What follows belongs to an exercise in optimizing a design on an open flow for small area; a production flow would make more cautious choices. The RTL was checked by simulation tests, not by an equivalence proof against the original design. Power figures rest on the tool's default switching activity, not on a simulated workload.

== garnet ==
// rv_alu_top
module rv_alu_top (
    input  logic                   clk,
    input  logic                   arst_n,
    input  logic [5-1:0] awaddr,
    input  logic                   awvalid,
    output logic                   awready,
    input  logic [32-1:0]    wdata,
    input  logic [3:0]             wstrb,
    input  logic                   wvalid,
    output logic                   wready,
    output logic [1:0]             bresp,
    output logic                   bvalid,
    input  logic                   bready,
    input  logic [5-1:0] araddr,
    input  logic                   arvalid,
    output logic                   arready,
    output logic [32-1:0]    rdata,
    output logic [1:0]             rresp,
    output logic                   rvalid,
    input  logic                   rready
);
Size: about 1,100 cells after synthesis, about 94 I/O pins, roughly 10,000 um2 of cells after synthesis.
==> flow/config.mk <==
export PLATFORM = sky130hd
export DESIGN_NAME = rv_alu_top
export DESIGN_NICKNAME = rv_alu_top
export VERILOG_FILES = /design/flow/design.v
export SDC_FILE = /design/flow/constraint.sdc
export NUM_CORES = 4
export LEC_CHECK = 0
export ABC_AREA = 1
export CAP_MARGIN = 0
export CORE_MARGIN = 2
export CORE_UTILIZATION = 55
export GPL_TIMING_DRIVEN = 0
export SLEW_MARGIN = 0
==> flow/constraint.sdc <==
create_clock -name core_clock -period 5.0 [get_ports {clk}]
set_input_delay 1.0000 -clock core_clock [delete_from_list [all_inputs] [get_ports {clk}]]
set_output_delay 1.0000 -clock core_clock [all_outputs]
set_load 0.01 [all_outputs]
standard.sh (not shown) runs the stock make flow with config.mk's settings and CLKGATE_MAP_FILE= SYNTH_SCRIPT=/design/flow/synth_recipe.tcl, a recipe that flattens the netlist after the stock synthesis.
==> flow/flow/run.sh <==
#!/bin/bash
set -euo pipefail
rm -rf scripts_mod
cp -r "$FLOW_HOME/scripts" scripts_mod
printf 'strash\ndch -f\namap\ntopo\n' > scripts_mod/abc_area.script
export SCRIPTS_DIR="$PWD/scripts_mod"
export REMOVE_ABC_BUFFERS=1
export BUFFER_PORTS_ARGS="-buffer_cell sky130_fd_sc_hd__buf_1"
export CTS_ARGS="-sink_clustering_enable -repair_clock_nets -buf_list sky130_fd_sc_hd__clkbuf_8 -root_buf sky130_fd_sc_hd__clkbuf_16 -sink_clustering_size 20 -dont_use_dummy_load"
bash standard.sh > standard_make.log 2>&1
diff inputs: garnet => zinc
-- flow/flow/run.sh --
<<< garnet, line 7
export REMOVE_ABC_BUFFERS=1
>>> zinc, line 7
-- flow/config.mk --
<<< garnet, line 11
export CORE_UTILIZATION = 55
export GPL_TIMING_DRIVEN = 0
>>> zinc, line 11
export CORE_UTILIZATION = 70
Results
| routed wire length | zinc vs garnet | 750 um lower |. Comparing garnet and zinc, the higher ratio of final minimum period to clock period is on garnet. Design area: zinc < garnet. ~same number of slew-limit violations in the final report in garnet and zinc. Compared with garnet, in zinc global-route usage over all layers +8.7 points, routed wire length per instance rose 0.50 um, buffer count excluding the clock tree in the final layout lower.

========
== oak ==
rv_alu_top, a different RTL version from the one above (not shown whole).
Size: roughly 1100 cells after synthesis, ~94 I/O pins, ~10000 µm² of cells after synthesis.
==> flow/design.v (excerpt) <==
module rv_alu_top (
    input  logic                   clk,
    input  logic                   arst_n,
    input  logic [5-1:0] awaddr,
    input  logic                   awvalid,
    output logic                   awready,
    input  logic [32-1:0]    wdata,
    input  logic [3:0]             wstrb,
    input  logic                   wvalid,
    output logic                   wready,
    output logic [1:0]             bresp,
    output logic                   bvalid,
    input  logic                   bready,
    input  logic [5-1:0] araddr,
    input  logic                   arvalid,
    output logic                   arready,
    output logic [32-1:0]    rdata,
    output logic [1:0]             rresp,
    output logic                   rvalid,
    input  logic                   rready
);
Settings: LEC_CHECK=0, ABC_AREA=1, CAP_MARGIN=0, CORE_MARGIN=2, CORE_UTILIZATION=55, GPL_TIMING_DRIVEN=0, SLEW_MARGIN=0; clock period 5.0 ns.
==> flow/flow/run.sh <==
#!/bin/bash
set -euo pipefail
rm -rf scripts_mod
cp -r "$FLOW_HOME/scripts" scripts_mod
printf 'strash\ndch -f\namap\ntopo\n' > scripts_mod/abc_area.script
export SCRIPTS_DIR="$PWD/scripts_mod"
export BUFFER_PORTS_ARGS="-buffer_cell sky130_fd_sc_hd__buf_1"
export CTS_ARGS="-sink_clustering_enable -repair_clock_nets -buf_list sky130_fd_sc_hd__clkbuf_8 -root_buf sky130_fd_sc_hd__clkbuf_8 -sink_clustering_size 20 -dont_use_dummy_load"
bash standard.sh > standard_make.log 2>&1
### oak -> pine
- GPL_TIMING_DRIVEN removed (was 0)
==> comparison <==
pine | stages: all done | timing, DRC, antenna: all pass
Compared with oak, pine shows a lower fraction of power consumed by sequential logic.
Going from oak to pine, setup slack after layout climbed 0.24 ns, maximum ir drop on the vdd rail went down 3.2%.
Lower critical path depth in cells was reported by pine, not oak.
The final reports for pine and oak show count of buffers not belonging to the clock network in the layout higher in the former.

========
== run 1 ==
rv_alu_top, a different RTL version from the one above (not shown whole).
For scale: roughly 190 flip-flops, roughly 94 I/O pins.
==> flow/design.v (excerpt) <==
module rv_alu_top (
    input  logic                   clk,
    input  logic                   arst_n,
    input  logic [5-1:0] awaddr,
    input  logic                   awvalid,
    output logic                   awready,
    input  logic [32-1:0]    wdata,
    input  logic [3:0]             wstrb,
    input  logic                   wvalid,
    output logic                   wready,
    output logic [1:0]             bresp,
    output logic                   bvalid,
    input  logic                   bready,
    input  logic [5-1:0] araddr,
    input  logic                   arvalid,
    output logic                   arready,
    output logic [32-1:0]    rdata,
    output logic [1:0]             rresp,
    output logic                   rvalid,
    input  logic                   rready
);
make LEC_CHECK=0 ABC_AREA=1 CAP_MARGIN=20 CORE_MARGIN=2 CORE_UTILIZATION=40 SLEW_MARGIN=20 finish   # period 5.0 ns
run.sh (not shown) runs the stock make flow with config.mk's settings and CLKGATE_MAP_FILE= SYNTH_SCRIPT=/design/flow/synth_recipe.tcl, a recipe that flattens the netlist after the stock synthesis.
Stock flow here: none of the scripts above is used.
## Diff of input files: run 2 against run 1
- CAP_MARGIN: 20 -> 0
- SLEW_MARGIN: 20 -> 0
- CORE_UTILIZATION: 40 -> 65
--- outcome ---
- Every run in the comparison, run 1 and run 2, completed the flow with a clean layout.
- Diff run 2..run 1 | setup skew after layout | negligible
- Run 2 ends up with higher portion of the clock cycle consumed by the worst path in the final layout than run 1 does.
- Note that the number of design-rule violations left by the first detailed-router iteration recorded for run 1 amounts to 0.78 times the value seen in run 2.
- Diff run 1 -> run 2: final period demand of the worst path has increased, count of maximum capacitance violations roughly the same, wire length reported by the detailed router fell 5.7%.
- Compared with run 1, in run 2 effective utilization at floorplan moved up; fraction of standard cell area that is sequential climbed 0.56 points.
- In run 2, the final cell utilization of the core came out 28 points above the value in run 1.
diff inputs: run 2 => run 3
- swapping 65 for 40 in CORE_UTILIZATION
- swapping 0 for 20 in CAP_MARGIN
- swapping 0 for 20 in SLEW_MARGIN
==> flow/flow/run.sh (new file) <==
#!/bin/bash
set -euo pipefail
export BUFFER_PORTS_ARGS="-buffer_cell sky130_fd_sc_hd__buf_1"
export CTS_ARGS="-sink_clustering_enable -repair_clock_nets -buf_list sky130_fd_sc_hd__clkbuf_8 -root_buf sky130_fd_sc_hd__clkbuf_16 -dont_use_dummy_load"
bash standard.sh > standard_make.log 2>&1
==> flow/standard.sh (new file) <==
#!/bin/bash
# synth_recipe.tcl (not shown) runs the flow's synth.tcl, then flattens the netlist and writes it again
# the make line also repeats each setting of config.mk as NAME=value (left out here)
make -C /OpenROAD-flow-scripts/flow DESIGN_CONFIG=/design/flow/config.mk WORK_HOME=/design/flow/orfs CLKGATE_MAP_FILE= SYNTH_SCRIPT=/design/flow/synth_recipe.tcl "${@:-finish}"
removed: flow/run.sh
## What came out
- Compared with run 2, in run 3 worst hold slack higher, switching power total lower, die area shows an increase of about 60%.
- Cmp run 2 and run 3 / area of all placed cells without fillers / lower: run 3
- Compared with run 2, in run 3 total chip power shows a reduction of 20%, worst setup slack shows an increase of 48 ps, power density over cell area shows a reduction of 16%.

========
== run Z ==
The RTL this note starts from:
==> flow/design.v <==
`timescale 1ns/1ns
`default_nettype none
module rv_alu_execute (
    input  logic                clk,
    input  logic [32-1:0] instr,
    input  logic                sub,        
    input  logic [32-1:0] rs1,
    input  logic [32-1:0] rs2,
    output logic [32-1:0] value,      
    output logic                illegal
);
    localparam int CUT1 = 11;
    localparam int CUT2 = 22;
    logic [6:0]  opcode;
    logic [2:0]  f3;
    logic [6:0]  f7;
    logic        is_op, is_opi, f7_base, f7_alt;
    logic [31:0] a, b, ax, p, sr_in, sr, x1, x0;
    logic [32:0] c;
    logic        fill, slt_bit, c1_q, c2_q;
    logic        en_add, en_xo, en_ao, en_srl, en_sll, en_slt, en_sltu;
    assign opcode  = instr[6:0];
    assign f3      = instr[14:12];
    assign f7      = instr[31:25];
    assign is_op   = (opcode == 7'b0110011);
    assign is_opi  = (opcode == 7'b0010011);
    assign f7_base = (f7 == 7'b0000000);
    assign f7_alt  = (f7 == 7'b0100000);
    always_comb begin
        illegal = !(is_op || is_opi);
        if (is_op && !(f7_base || (f7_alt && (f3 == 3'b000 || f3 == 3'b101))))
            illegal = 1'b1;
        if (is_opi && f3 == 3'b001 && !f7_base)
            illegal = 1'b1;
        if (is_opi && f3 == 3'b101 && !(f7_base || f7_alt))
            illegal = 1'b1;
    end
    assign en_add  = !illegal && (f3 == 3'b000);
    assign en_sll  = !illegal && (f3 == 3'b001);
    assign en_slt  = !illegal && (f3 == 3'b010);
    assign en_sltu = !illegal && (f3 == 3'b011);
    assign en_xo   = !illegal && (f3 == 3'b100 || f3 == 3'b110);    
    assign en_srl  = !illegal && (f3 == 3'b101);
    assign en_ao   = !illegal && (f3 == 3'b110 || f3 == 3'b111);    
    assign a = rs1;
    assign b = instr[5] ? rs2 : {{20{instr[31]}}, instr[31:20]};
    assign ax  = a ^ {32{sub}};
    assign p   = ax ^ b;                
    always_comb begin
        c[0] = sub;
        for (int i = 0; i < 32; i++) begin
            if (i + 1 == CUT1)      c[i+1] = c1_q;
            else if (i + 1 == CUT2) c[i+1] = c2_q;
            else                    c[i+1] = p[i] ? c[i] : a[i];
        end
    end
    always_ff @(posedge clk) begin
        c1_q <= p[CUT1-1] ? c[CUT1-1] : a[CUT1-1];
        c2_q <= p[CUT2-1] ? c[CUT2-1] : a[CUT2-1];
    end
    assign slt_bit = (en_sltu & ~c[32]) | (en_slt & ((a[31] ^ b[31]) ? a[31] : ~c[32]));
    assign fill = f3[2] & instr[30] & a[31];
    always_comb begin
        for (int i = 0; i < 32; i++) sr_in[i] = f3[2] ? a[i] : a[31-i];
    end
    logic [31:0] lv [0:5];
    assign lv[0] = sr_in;
    for (genvar k = 0; k < 5; k++) begin : g_lvl
        localparam int SB = 4 - k;
        localparam int SH = 1 << SB;
        for (genvar i = 0; i < 32; i++) begin : g_bit
            if (i + SH < 32) assign lv[k+1][i] = b[SB] ? lv[k][i+SH] : lv[k][i];
            else             assign lv[k+1][i] = b[SB] ? fill : lv[k][i];
        end
    end
    assign sr = lv[5];
    assign x1 = ({32{en_add}} & ~c[31:0]) | {32{en_xo}};
    assign x0 = ({32{en_add}} &  c[31:0]) | ({32{en_ao}} & a);
    always_comb begin
        for (int i = 0; i < 32; i++) begin
            value[i] = (p[i] ? x1[i] : x0[i])
                     | (en_srl & sr[i])
                     | (en_sll & sr[31-i]);
        end
        value[0] = value[0] | slt_bit;
    end
endmodule
`default_nettype wire
`timescale 1ns/1ns
`default_nettype none
module rv_alu_top (
    input  logic                   clk,
    input  logic                   arst_n,
    input  logic [5-1:0] awaddr,
    input  logic                   awvalid,
    output logic                   awready,
    input  logic [32-1:0]    wdata,
    input  logic [3:0]             wstrb,
    input  logic                   wvalid,
    output logic                   wready,
    output logic [1:0]             bresp,
    output logic                   bvalid,
    input  logic                   bready,
    input  logic [5-1:0] araddr,
    input  logic                   arvalid,
    output logic                   arready,
    output logic [32-1:0]    rdata,
    output logic [1:0]             rresp,
    output logic                   rvalid,
    input  logic                   rready
);
    logic                wr_rdy_q;       
    logic                wr_fire, wr_en, rd_fire;
    logic [32-1:0] rs1, rs2, instr;
    logic                s1_q, s2_q, s3_q;   
    logic [32-1:0] alu_value;
    logic                alu_illegal;
    logic [32-1:0] result_q;       
    logic                res_ok_q;       
    logic                illegal_flag;
    logic [15:0]         done_count;
    logic [16:0]         inc_c;
    logic [32-1:0] rd_data;
    assign awready = wr_rdy_q;
    assign wready  = wr_rdy_q;
    assign bresp   = 2'b00;
    assign rresp   = 2'b00;
    assign wr_fire = awvalid && wr_rdy_q && wvalid;
    assign rd_fire = arvalid && arready;
    assign wr_en   = wr_fire && (awaddr[1:0] == 2'b00) && (&wstrb);
    always_ff @(posedge clk or negedge arst_n) begin
        if (!arst_n) begin
            wr_rdy_q <= 1'b0;
            bvalid   <= 1'b0;
            arready  <= 1'b0;
            rvalid   <= 1'b0;
            s1_q     <= 1'b0;
            s2_q     <= 1'b0;
            s3_q     <= 1'b0;
        end else begin
            wr_rdy_q <= awvalid && wvalid && !wr_rdy_q && !bvalid;
            arready  <= arvalid && !arready && !rvalid;
            s1_q     <= wr_en && (awaddr[4:2] == 3'd2);
            s2_q     <= s1_q;
            s3_q     <= s2_q;
            if (wr_fire)     bvalid <= 1'b1;
            else if (bready) bvalid <= 1'b0;
            if (rd_fire)     rvalid <= 1'b1;
            else if (rready) rvalid <= 1'b0;
        end
    end
    always_ff @(posedge clk) begin
        if (wr_en && awaddr[4:2] == 3'd0) rs1   <= wdata;
        if (wr_en && awaddr[4:2] == 3'd1) rs2   <= wdata;
        if (wr_en && awaddr[4:2] == 3'd2) instr <= wdata;
    end
    logic sub_q;
    always_ff @(posedge clk) begin
        if (wr_en && awaddr[4:2] == 3'd2)
            sub_q <= (wdata[14:12] == 3'b000) ? (wdata[5] & wdata[30]) : (wdata[14:13] == 2'b01);
    end
    rv_alu_execute i_execute (
        .clk, .instr, .sub(sub_q), .rs1, .rs2, .value(alu_value), .illegal(alu_illegal)
    );
    always_ff @(posedge clk) begin
        if (s3_q) result_q <= alu_value;
    end
    always_comb begin
        inc_c[0] = s3_q;
        for (int i = 0; i < 16; i++) inc_c[i+1] = inc_c[i] & done_count[i];
    end
    always_ff @(posedge clk or negedge arst_n) begin
        if (!arst_n) begin
            res_ok_q     <= 1'b0;
            illegal_flag <= 1'b0;
            done_count   <= '0;
        end else begin
            done_count <= done_count ^ inc_c[15:0];
            res_ok_q     <= res_ok_q | s3_q;
            illegal_flag <= illegal_flag | (s3_q & alu_illegal);
        end
    end
    always_comb begin
        rd_data = '0;
        if (araddr[1:0] == 2'b00 && !rvalid) begin
            case (araddr[4:2])
                3'd0:    rd_data = rs1;
                3'd1:    rd_data = rs2;
                3'd2:    rd_data = instr;
                3'd3:    rd_data = res_ok_q ? result_q : '0;
                3'd4:    rd_data = {done_count, 15'd0, illegal_flag};
                default: rd_data = '0;
            endcase
        end
    end
    always_ff @(posedge clk) begin
        rdata <= rd_data | (rdata & {32{rvalid}});
    end
endmodule
`default_nettype wire
export LEC_CHECK = 0
export ABC_AREA = 1
export CAP_MARGIN = 0
export CORE_MARGIN = 2
export CORE_UTILIZATION = 55
export SLEW_MARGIN = 0
create_clock -name core_clock -period 5.0 [get_ports {clk}]
standard.sh (not shown) runs the stock make flow with config.mk's settings and CLKGATE_MAP_FILE= SYNTH_SCRIPT=/design/flow/synth_recipe.tcl, a recipe that flattens the netlist after the stock synthesis.
==> flow/flow/run.sh <==
#!/bin/bash
set -euo pipefail
rm -rf scripts_mod
cp -r "$FLOW_HOME/scripts" scripts_mod
printf 'strash\ndch -f\namap\ntopo\n' > scripts_mod/abc_area.script
export SCRIPTS_DIR="$PWD/scripts_mod"
export REMOVE_ABC_BUFFERS=1
export BUFFER_PORTS_ARGS="-buffer_cell sky130_fd_sc_hd__buf_1"
export CTS_ARGS="-sink_clustering_enable -repair_clock_nets -buf_list sky130_fd_sc_hd__clkbuf_8 -root_buf sky130_fd_sc_hd__clkbuf_8 -sink_clustering_size 20 -dont_use_dummy_load"
bash standard.sh > standard_make.log 2>&1
Run Z finished all stages; the layout is clean.
> inputs changed (run Z -> run K)
==> flow/flow/run.sh <==
#!/bin/bash
set -euo pipefail
rm -rf scripts_mod
cp -r "$FLOW_HOME/scripts" scripts_mod
printf 'strash\ndch -f\namap\ntopo\n' > scripts_mod/abc_area.script
export SCRIPTS_DIR="$PWD/scripts_mod"
export BUFFER_PORTS_ARGS="-buffer_cell sky130_fd_sc_hd__buf_1"
export CTS_ARGS="-sink_clustering_enable -repair_clock_nets -buf_list sky130_fd_sc_hd__clkbuf_8 -root_buf sky130_fd_sc_hd__clkbuf_16 -sink_clustering_size 20 -dont_use_dummy_load"
bash standard.sh > standard_make.log 2>&1
==> results.txt <==
- Relative to run Z, the cell area after layout measured on run K has increased slightly.
- There was hardly any difference in layout buffering overhead excluding clock cells between run K and run Z.
- Hold slack: run K worse than run Z

[static timing again, ports no longer ideal]
The flow's constraints put no driver on any port. The routed layouts listed below were extracted and timed again, unchanged, in two steps. Step 1: set_driving_cell puts a clkbuf_16 on clk and a buf_2 on each other input, an assumption about the parent block. Step 2 moves the port delays by t, midway between the first and last clock arrival at a register: inputs arrive t later, outputs are due t later. That takes back most of the time a late clock gives input paths. Three values: ideal ports, drivers, drivers and shift; two values: the first two.
| run | t (ns) | setup WS [ns] | cell pins on the clock port's net |
|---|---|---|---|
| garnet | 0.440 | 0.239 / 0.239 / 0.239 | 1 |
| zinc | 0.430 | 0.353 / 0.353 / 0.353 | 1 |
| oak | 0.514 | 0.286 / 0.286 / 0.286 | 1 |
| pine | 0.516 | 0.530 / 0.530 / 0.530 | 1 |
| run 1 | 0.495 | 0.591 / 0.591 / 0.591 | 1 |
| run 2 | 0.491 | 0.466 / 0.466 / 0.466 | 1 |
| run 3 | 0.440 | 0.514 / 0.514 / 0.514 | 1 |
| run Z | 0.508 | 0.472 / 0.472 / 0.472 | 1 |
| run K | 0.429 | 0.502 / 0.502 / 0.502 | 1 |
After both steps setup and hold are still met in every run listed.
